This design comes from an exercise in tuning for small area, a short achievable clock period and few clock cycles per item on the open sky130 flow, not from production work. RTL that was checked went through simulation tests only; none was proved equivalent to the original. Power is estimated from default activity; no workload was simulated.

==> inputs of job 4032 <==
Design haptic_pattern_sequencer, start of the top module:
module haptic_pattern_sequencer (
  input  logic               clk_i,
  input  logic               rst_ni,
  input  logic               cfg_valid_i,
  output logic               cfg_ready_o,
  input  logic [0:0]         cfg_index_i,
  input  logic [15:0]        cfg_data_i,
  input  logic               in_valid_i,
  output logic               in_stall_o,
  input  logic               func_i,
  input  logic signed [15:0] distance_i,
  output logic               out_valid_o,
  input  logic               out_stall_i,
  output logic [7:0]         motor_level_o,
  output logic               level_written_o,
  output logic               pattern_active_o,
  output logic               pattern_started_o
);
==> module hps_step, before the edit <==
module hps_step (
  input  logic [14:0] thr_i,
  input  logic [15:0] distance_i,
  output logic        near_o,     
  output logic        far_o,
  output logic        e_o,
  output logic [15:0] v_o
);
  logic [14:0] mag;
  logic        c;
  logic [15:0] m;
  assign mag = distance_i[14:0];
  always_comb begin
    c = 1'b0;
    for (int i = 0; i < 15; i++) c = (mag[i] & ~thr_i[i]) | ((mag[i] | ~thr_i[i]) & c);
  end
  assign near_o = !distance_i[15] && !c;
  assign far_o = distance_i[15] || (mag[14:12] != 3'd0) || (mag[11] && (mag[10] || mag[9]));
  assign e_o   = (mag[8:0] != 9'd0) && !far_o;
  assign m     = {4'd0, mag[11:0]};
  assign v_o   = (m << 4) + m;     
endmodule
==> module haptic_pattern_sequencer, before the edit <==
module haptic_pattern_sequencer (
  input  logic               clk_i,
  input  logic               rst_ni,
  input  logic               cfg_valid_i,
  output logic               cfg_ready_o,
  input  logic [0:0]         cfg_index_i,
  input  logic [15:0]        cfg_data_i,
  input  logic               in_valid_i,
  output logic               in_stall_o,
  input  logic               func_i,
  input  logic signed [15:0] distance_i,
  output logic               out_valid_o,
  input  logic               out_stall_i,
  output logic [7:0]         motor_level_o,
  output logic               level_written_o,
  output logic               pattern_active_o,
  output logic               pattern_started_o
);
  logic [14:0] thr;
  logic [15:0] cool;
  hps_cfg_regs u_cfg (
    .clk_i       (clk_i),
    .rst_ni      (rst_ni),
    .cfg_valid_i (cfg_valid_i),
    .cfg_ready_o (cfg_ready_o),
    .cfg_index_i (cfg_index_i[0]),
    .cfg_data_i  (cfg_data_i),
    .thr_o       (thr),
    .cool_o      (cool)
  );
  logic ir_v, p_v, k_v, go_q, out_v;
  logic mv, bv, adv, fire, accept;
  assign mv         = !k_v;                      
  assign bv         = k_v || p_v;                
  assign adv        = !out_v || !out_stall_i;    
  assign fire       = adv && bv;
  assign in_stall_o = !go_q;      
  assign accept     = in_valid_i && !k_v;
  always_ff @(posedge clk_i or negedge rst_ni) begin
    if (!rst_ni) begin
      ir_v  <= 1'b0;
      p_v   <= 1'b0;
      k_v     <= 1'b0;
      go_q    <= 1'b1;
      out_v   <= 1'b0;
    end else begin
      if (mv) begin
        ir_v <= accept;
        p_v  <= ir_v;
      end
      k_v     <= bv && !adv;
      go_q    <= !(bv && !adv);
      if (adv) out_v <= bv;
    end
  end
  logic        d_near, d_far, d_e;
  logic [15:0] d_v;
  logic        ir_func, ir_near, ir_far, ir_e;
  logic [15:0] ir_v3;
  logic [16:0] z;
  logic        p_func, p_near, p_e, k_func, k_near, k_e;
  logic [7:0]  p_t, k_t;
  hps_step u_step (
    .thr_i      (thr),
    .distance_i (distance_i),
    .near_o     (d_near),
    .far_o      (d_far),
    .e_o        (d_e),
    .v_o        (d_v)
  );
  assign z = {ir_v3, 1'b0} + {1'b0, ir_v3};
  always_ff @(posedge clk_i) begin
    if (mv) begin
      ir_func <= func_i;
      ir_near <= d_near;
      ir_far  <= d_far;
      ir_e    <= d_e;
      ir_v3   <= d_v;
      p_func  <= ir_func;
      p_near  <= ir_near;
      p_t     <= z[16:9] | {8{ir_far}};
      p_e     <= ir_e;
      k_func  <= p_func;
      k_near  <= p_near;
      k_t     <= p_t;
      k_e     <= p_e;
    end
  end
  logic        b_func, b_near;
  logic [7:0]  b_t, b_guide;
  logic        b_e;
  logic [16:0] since_q, since_inc;
  logic        gt_q, gt_next;
  logic        active_q;
  logic [7:0]  level_q;
  logic        written_q, started_q;
  logic        tick, trans, start;
  logic [8:0]  t;
  assign b_func  = k_v ? k_func  : p_func;
  assign b_near  = k_v ? k_near  : p_near;
  assign b_t     = k_v ? k_t     : p_t;
  assign b_e     = k_v ? k_e     : p_e;
  assign b_guide = ~(b_t + {7'd0, b_e});
  assign tick      = (b_func == hps_pkg::FUNC_TICK);
  assign t         = since_q[8:0];
  always_comb begin
    logic c;
    for (int k = 0; k < 17; k += 4) begin
      c = &(since_q | ~((17'd1 << k) - 17'd1));
      for (int i = k; i < k + 4 && i < 17; i++) begin
        since_inc[i] = since_q[i] ^ c;
        c = c & since_q[i];
      end
    end
    if (since_q[16]) since_inc = since_q;
  end
  always_comb begin
    logic g;
    g = bv && tick;
    for (int i = 0; i < 16; i++) g = (since_q[i] & ~cool[i]) | ((since_q[i] | ~cool[i]) & g);
    gt_next = since_q[16] | g;
  end
  assign trans = tick && active_q &&
                 (t == hps_pkg::T_ON1_END - 9'd1 || t == hps_pkg::T_OFF1_END - 9'd1 ||
                  t == hps_pkg::T_ON2_END - 9'd1 || t == hps_pkg::T_OFF2_END - 9'd1);
  assign start = bv && !tick && b_near && !active_q && gt_q;
  always_ff @(posedge clk_i or negedge rst_ni) begin
    if (!rst_ni) begin
      since_q  <= '0;
      gt_q     <= 1'b0;
      active_q <= 1'b0;
      level_q  <= '0;
    end else begin
      if (adv) gt_q <= !start && gt_next;
      if (fire) begin
        since_q <= start ? 17'd0 : (tick ? since_inc : since_q);
        if (tick) begin
          if (trans) begin
            level_q  <= (t == hps_pkg::T_OFF1_END - 9'd1) ? hps_pkg::PULSE_LEVEL : 8'd0;
            active_q <= (t != hps_pkg::T_OFF2_END - 9'd1);
          end
        end else if (!active_q) begin
          level_q  <= start ? hps_pkg::PULSE_LEVEL : b_guide;
          active_q <= start;
        end
      end
    end
  end
  always_ff @(posedge clk_i) begin
    if (fire) begin
      written_q <= tick ? trans : !active_q;
      started_q <= start;
    end
  end
  assign out_valid_o       = out_v;
  assign motor_level_o     = level_q;
  assign level_written_o   = written_q;
  assign pattern_active_o  = active_q;
  assign pattern_started_o = started_q;
endmodule
Settings: LEC_CHECK=0, ABC_AREA=1, CAP_MARGIN=20, CORE_MARGIN=2, CORE_UTILIZATION=70, CTS_BUF_LIST=sky130_fd_sc_hd__clkbuf_4 sky130_fd_sc_hd__clkbuf_8, SETUP_SLACK_MARGIN=5, SLEW_MARGIN=20; clock period 9.5 ns.
standard.sh (not shown) runs the stock make flow with config.mk's settings and CLKGATE_MAP_FILE= SYNTH_SCRIPT=/design/flow/synth_recipe.tcl, a recipe that flattens the netlist after the stock synthesis.
==> flow/flow/run.sh <==
#!/bin/bash
# Standard layout, with the smallest buffer on each port, and a clock tree of larger sink
# clusters without dummy loads.
set -euo pipefail
bash standard.sh \
  "BUFFER_PORTS_ARGS=-buffer_cell sky130_fd_sc_hd__buf_1" \
  "CTS_ARGS=-sink_clustering_enable -repair_clock_nets -dont_use_dummy_load -buf_list {sky130_fd_sc_hd__clkbuf_4 sky130_fd_sc_hd__clkbuf_8} -sink_clustering_size 40 -sink_clustering_max_diameter 60" \
  finish > standard_flow.log 2>&1
==> job 8730 (differences from job 4032) <==
--- a/flow/design.v
+++ b/flow/design.v
@@ -36,11 +36,11 @@
   input  logic [15:0] distance_i,
   output logic        near_o,     
-  output logic        far_o,
-  output logic        e_o,
-  output logic [15:0] v_o
+  output logic [7:0]  t_o,
+  output logic        e_o
 );
   logic [14:0] mag;
+  logic        far;
   logic        c;
-  logic [15:0] m;
+  logic [17:0] m, v, z;
   assign mag = distance_i[14:0];
   always_comb begin
@@ -49,8 +49,10 @@
   end
   assign near_o = !distance_i[15] && !c;
-  assign far_o = distance_i[15] || (mag[14:12] != 3'd0) || (mag[11] && (mag[10] || mag[9]));
-  assign e_o   = (mag[8:0] != 9'd0) && !far_o;
-  assign m     = {4'd0, mag[11:0]};
-  assign v_o   = (m << 4) + m;     
+  assign far = distance_i[15] || (mag[14:12] != 3'd0) || (mag[11] && (mag[10] || mag[9]));
+  assign m   = {6'd0, mag[11:0]};
+  assign v   = (m << 4) + m;       
+  assign z   = (v << 1) + v;       
+  assign t_o = z[16:9] | {8{far}};
+  assign e_o = (mag[8:0] != 9'd0) && !far;
 endmodule
 module haptic_pattern_sequencer (
@@ -109,31 +111,25 @@
     end
   end
-  logic        d_near, d_far, d_e;
-  logic [15:0] d_v;
-  logic        ir_func, ir_near, ir_far, ir_e;
-  logic [15:0] ir_v3;
-  logic [16:0] z;
+  logic        ir_func;
+  logic [15:0] ir_dist;
+  logic        d_near, d_e;
+  logic [7:0]  d_t;
   logic        p_func, p_near, p_e, k_func, k_near, k_e;
   logic [7:0]  p_t, k_t;
   hps_step u_step (
     .thr_i      (thr),
-    .distance_i (distance_i),
+    .distance_i (ir_dist),
     .near_o     (d_near),
-    .far_o      (d_far),
-    .e_o        (d_e),
-    .v_o        (d_v)
+    .t_o        (d_t),
+    .e_o        (d_e)
   );
-  assign z = {ir_v3, 1'b0} + {1'b0, ir_v3};
   always_ff @(posedge clk_i) begin
     if (mv) begin
       ir_func <= func_i;
-      ir_near <= d_near;
-      ir_far  <= d_far;
-      ir_e    <= d_e;
-      ir_v3   <= d_v;
+      ir_dist <= distance_i;
       p_func  <= ir_func;
-      p_near  <= ir_near;
-      p_t     <= z[16:9] | {8{ir_far}};
-      p_e     <= ir_e;
+      p_near  <= d_near;
+      p_t     <= d_t;
+      p_e     <= d_e;
       k_func  <= p_func;
       k_near  <= p_near;
--- a/flow/flow/run.sh
+++ b/flow/flow/run.sh
@@ -6,3 +6,4 @@
   "BUFFER_PORTS_ARGS=-buffer_cell sky130_fd_sc_hd__buf_1" \
   "CTS_ARGS=-sink_clustering_enable -repair_clock_nets -dont_use_dummy_load -buf_list {sky130_fd_sc_hd__clkbuf_4 sky130_fd_sc_hd__clkbuf_8} -sink_clustering_size 40 -sink_clustering_max_diameter 60" \
+  "SETUP_SLACK_MARGIN=6.05" \
   finish > standard_flow.log 2>&1
CORE_UTILIZATION = 60   (was 70)
CTS_BUF_LIST = unset   (was sky130_fd_sc_hd__clkbuf_4 sky130_fd_sc_hd__clkbuf_8)
==> job 3101 (differences from job 4032) <==
--- a/flow/design.v
+++ b/flow/design.v
@@ -36,11 +36,11 @@
   input  logic [15:0] distance_i,
   output logic        near_o,     
-  output logic        far_o,
-  output logic        e_o,
-  output logic [15:0] v_o
+  output logic [7:0]  t_o,
+  output logic        e_o
 );
   logic [14:0] mag;
+  logic        far;
   logic        c;
-  logic [15:0] m;
+  logic [17:0] m, v, z;
   assign mag = distance_i[14:0];
   always_comb begin
@@ -49,8 +49,10 @@
   end
   assign near_o = !distance_i[15] && !c;
-  assign far_o = distance_i[15] || (mag[14:12] != 3'd0) || (mag[11] && (mag[10] || mag[9]));
-  assign e_o   = (mag[8:0] != 9'd0) && !far_o;
-  assign m     = {4'd0, mag[11:0]};
-  assign v_o   = (m << 4) + m;     
+  assign far = distance_i[15] || (mag[14:12] != 3'd0) || (mag[11] && (mag[10] || mag[9]));
+  assign m   = {6'd0, mag[11:0]};
+  assign v   = (m << 4) + m;       
+  assign z   = (v << 1) + v;       
+  assign t_o = z[16:9] | {8{far}};
+  assign e_o = (mag[8:0] != 9'd0) && !far;
 endmodule
 module haptic_pattern_sequencer (
@@ -84,5 +86,5 @@
     .cool_o      (cool)
   );
-  logic ir_v, p_v, k_v, go_q, out_v;
+  logic ir_v, p_v, k_v, out_v;
   logic mv, bv, adv, fire, accept;
   assign mv         = !k_v;                      
@@ -90,5 +92,5 @@
   assign adv        = !out_v || !out_stall_i;    
   assign fire       = adv && bv;
-  assign in_stall_o = !go_q;      
+  assign in_stall_o = k_v;
   assign accept     = in_valid_i && !k_v;
   always_ff @(posedge clk_i or negedge rst_ni) begin
@@ -96,7 +98,6 @@
       ir_v  <= 1'b0;
       p_v   <= 1'b0;
-      k_v     <= 1'b0;
-      go_q    <= 1'b1;
-      out_v   <= 1'b0;
+      k_v   <= 1'b0;
+      out_v <= 1'b0;
     end else begin
       if (mv) begin
@@ -104,36 +105,29 @@
         p_v  <= ir_v;
       end
-      k_v     <= bv && !adv;
-      go_q    <= !(bv && !adv);
+      k_v <= bv && !adv;
       if (adv) out_v <= bv;
     end
   end
-  logic        d_near, d_far, d_e;
-  logic [15:0] d_v;
-  logic        ir_func, ir_near, ir_far, ir_e;
-  logic [15:0] ir_v3;
-  logic [16:0] z;
+  logic        ir_func;
+  logic [15:0] ir_dist;
+  logic        d_near, d_e;
+  logic [7:0]  d_t;
   logic        p_func, p_near, p_e, k_func, k_near, k_e;
   logic [7:0]  p_t, k_t;
   hps_step u_step (
     .thr_i      (thr),
-    .distance_i (distance_i),
+    .distance_i (ir_dist),
     .near_o     (d_near),
-    .far_o      (d_far),
-    .e_o        (d_e),
-    .v_o        (d_v)
+    .t_o        (d_t),
+    .e_o        (d_e)
   );
-  assign z = {ir_v3, 1'b0} + {1'b0, ir_v3};
   always_ff @(posedge clk_i) begin
     if (mv) begin
       ir_func <= func_i;
-      ir_near <= d_near;
-      ir_far  <= d_far;
-      ir_e    <= d_e;
-      ir_v3   <= d_v;
+      ir_dist <= distance_i;
       p_func  <= ir_func;
-      p_near  <= ir_near;
-      p_t     <= z[16:9] | {8{ir_far}};
-      p_e     <= ir_e;
+      p_near  <= d_near;
+      p_t     <= d_t;
+      p_e     <= d_e;
       k_func  <= p_func;
       k_near  <= p_near;
@@ -145,6 +139,6 @@
   logic [7:0]  b_t, b_guide;
   logic        b_e;
-  logic [16:0] since_q, since_inc;
-  logic        gt_q, gt_next;
+  logic [16:0] since_q, since_inc, cand;
+  logic        gt_q, cand_gt;
   logic        active_q;
   logic [7:0]  level_q;
@@ -161,18 +155,16 @@
   always_comb begin
     logic c;
-    for (int k = 0; k < 17; k += 4) begin
-      c = &(since_q | ~((17'd1 << k) - 17'd1));
-      for (int i = k; i < k + 4 && i < 17; i++) begin
-        since_inc[i] = since_q[i] ^ c;
-        c = c & since_q[i];
-      end
-    end
-    if (since_q[16]) since_inc = since_q;
-  end
+    c = !since_q[16];
+    for (int i = 0; i < 17; i++) begin
+      since_inc[i] = since_q[i] ^ c;
+      c = c & since_q[i];
+    end
+  end
+  assign cand      = (bv && tick) ? since_inc : since_q;
   always_comb begin
-    logic g;
-    g = bv && tick;
-    for (int i = 0; i < 16; i++) g = (since_q[i] & ~cool[i]) | ((since_q[i] | ~cool[i]) & g);
-    gt_next = since_q[16] | g;
+    logic c;
+    c = 1'b0;
+    for (int i = 0; i < 16; i++) c = (cand[i] & ~cool[i]) | ((cand[i] | ~cool[i]) & c);
+    cand_gt = cand[16] | c;
   end
   assign trans = tick && active_q &&
@@ -187,7 +179,7 @@
       level_q  <= '0;
     end else begin
-      if (adv) gt_q <= !start && gt_next;
+      if (adv) gt_q <= !start && cand_gt;
       if (fire) begin
-        since_q <= start ? 17'd0 : (tick ? since_inc : since_q);
+        since_q <= start ? 17'd0 : cand;
         if (tick) begin
           if (trans) begin
==> flow/run.sh (new file) <==
#!/bin/bash
# synth_recipe.tcl (not shown) runs the flow's synth.tcl, then flattens the netlist and writes it again
# the make line also repeats each setting of config.mk as NAME=value (left out here)
make -C /OpenROAD-flow-scripts/flow DESIGN_CONFIG=/design/flow/config.mk WORK_HOME=/design/flow/orfs CLKGATE_MAP_FILE= SYNTH_SCRIPT=/design/flow/synth_recipe.tcl finish
ABC_AREA = unset   (was 1)
removed: flow/flow/run.sh
removed: flow/standard.sh
==> qor summary <==
metric                                            job 8730      job 3101      job 4032
Xor/xnor share of the synthesized area             0.01703       0.03434       0.02781
Iteration-0 DRC count of the detailed router           131           257           194
Reported sequential group power                     642 uW        655 uW        666 uW
Power density of the placed cells             274.4 mW/mm2  278.3 mW/mm2  225.5 mW/mm2
Final design utilization                            0.6767        0.8306        0.7782
Average cell area after synthesis                8.418 um2     11.24 um2     8.733 um2
Combinational gate power                            848 uW        866 uW        482 uW
Combinational Power Share                            0.497         0.485         0.353
Total number of placement rows                          35            32            32
WL met3                                             435 um        695 um        523 um
Non-clock buffer area fraction after layout        0.04785       0.08460       0.03312
Status                            timing/DRC/antenna clean  timing/DRC/antenna clean  timing/DRC/antenna clean
Overall routed net length                         11.49 mm      11.70 mm      10.86 mm
Clock buf/inv share                                0.01990       0.02943       0.02049
Met1 global-route usage                             0.3086        0.3519        0.3417
Testbench counts of job 8730, summed over its fixed seeds: cycles 32,024, beats 32,000.
Testbench counts of job 3101, summed over its fixed seeds: cycles 32,024, beats 32,000.
Function not checked in job 4032: the RTL went through the layout flow alone.

## what the ideal ports hide
The results above use ideal ports. As a check the final layouts listed here were re-extracted and re-timed, cells and wires unchanged. Step 1, drivers: a clkbuf_16 drives clk_i and a buf_2 each remaining input, both assumed. Step 2 times the ports against the registers' clock, not the clock port: input delays grow and output delays shrink by t, the midpoint of the rising clock arrivals with the driver on. a / b / c = no drivers / after step 1 / after step 2; a / b = the first two.
run	shift t [ns]	setup WS [ns]	worst setup path after step 2
job 4032	0.386	5.793 / 5.804 / 5.418	input to register
job 8730	0.389	6.257 / 6.268 / 5.879	input to register
job 3101	0.401	5.157 / 5.157 / 5.157	register to register
After both steps setup and hold are still met in every run listed. For job 8730, which loses most, drivers alone change the setup slack by +0.011 ns; drivers and shift together by -0.378 ns.
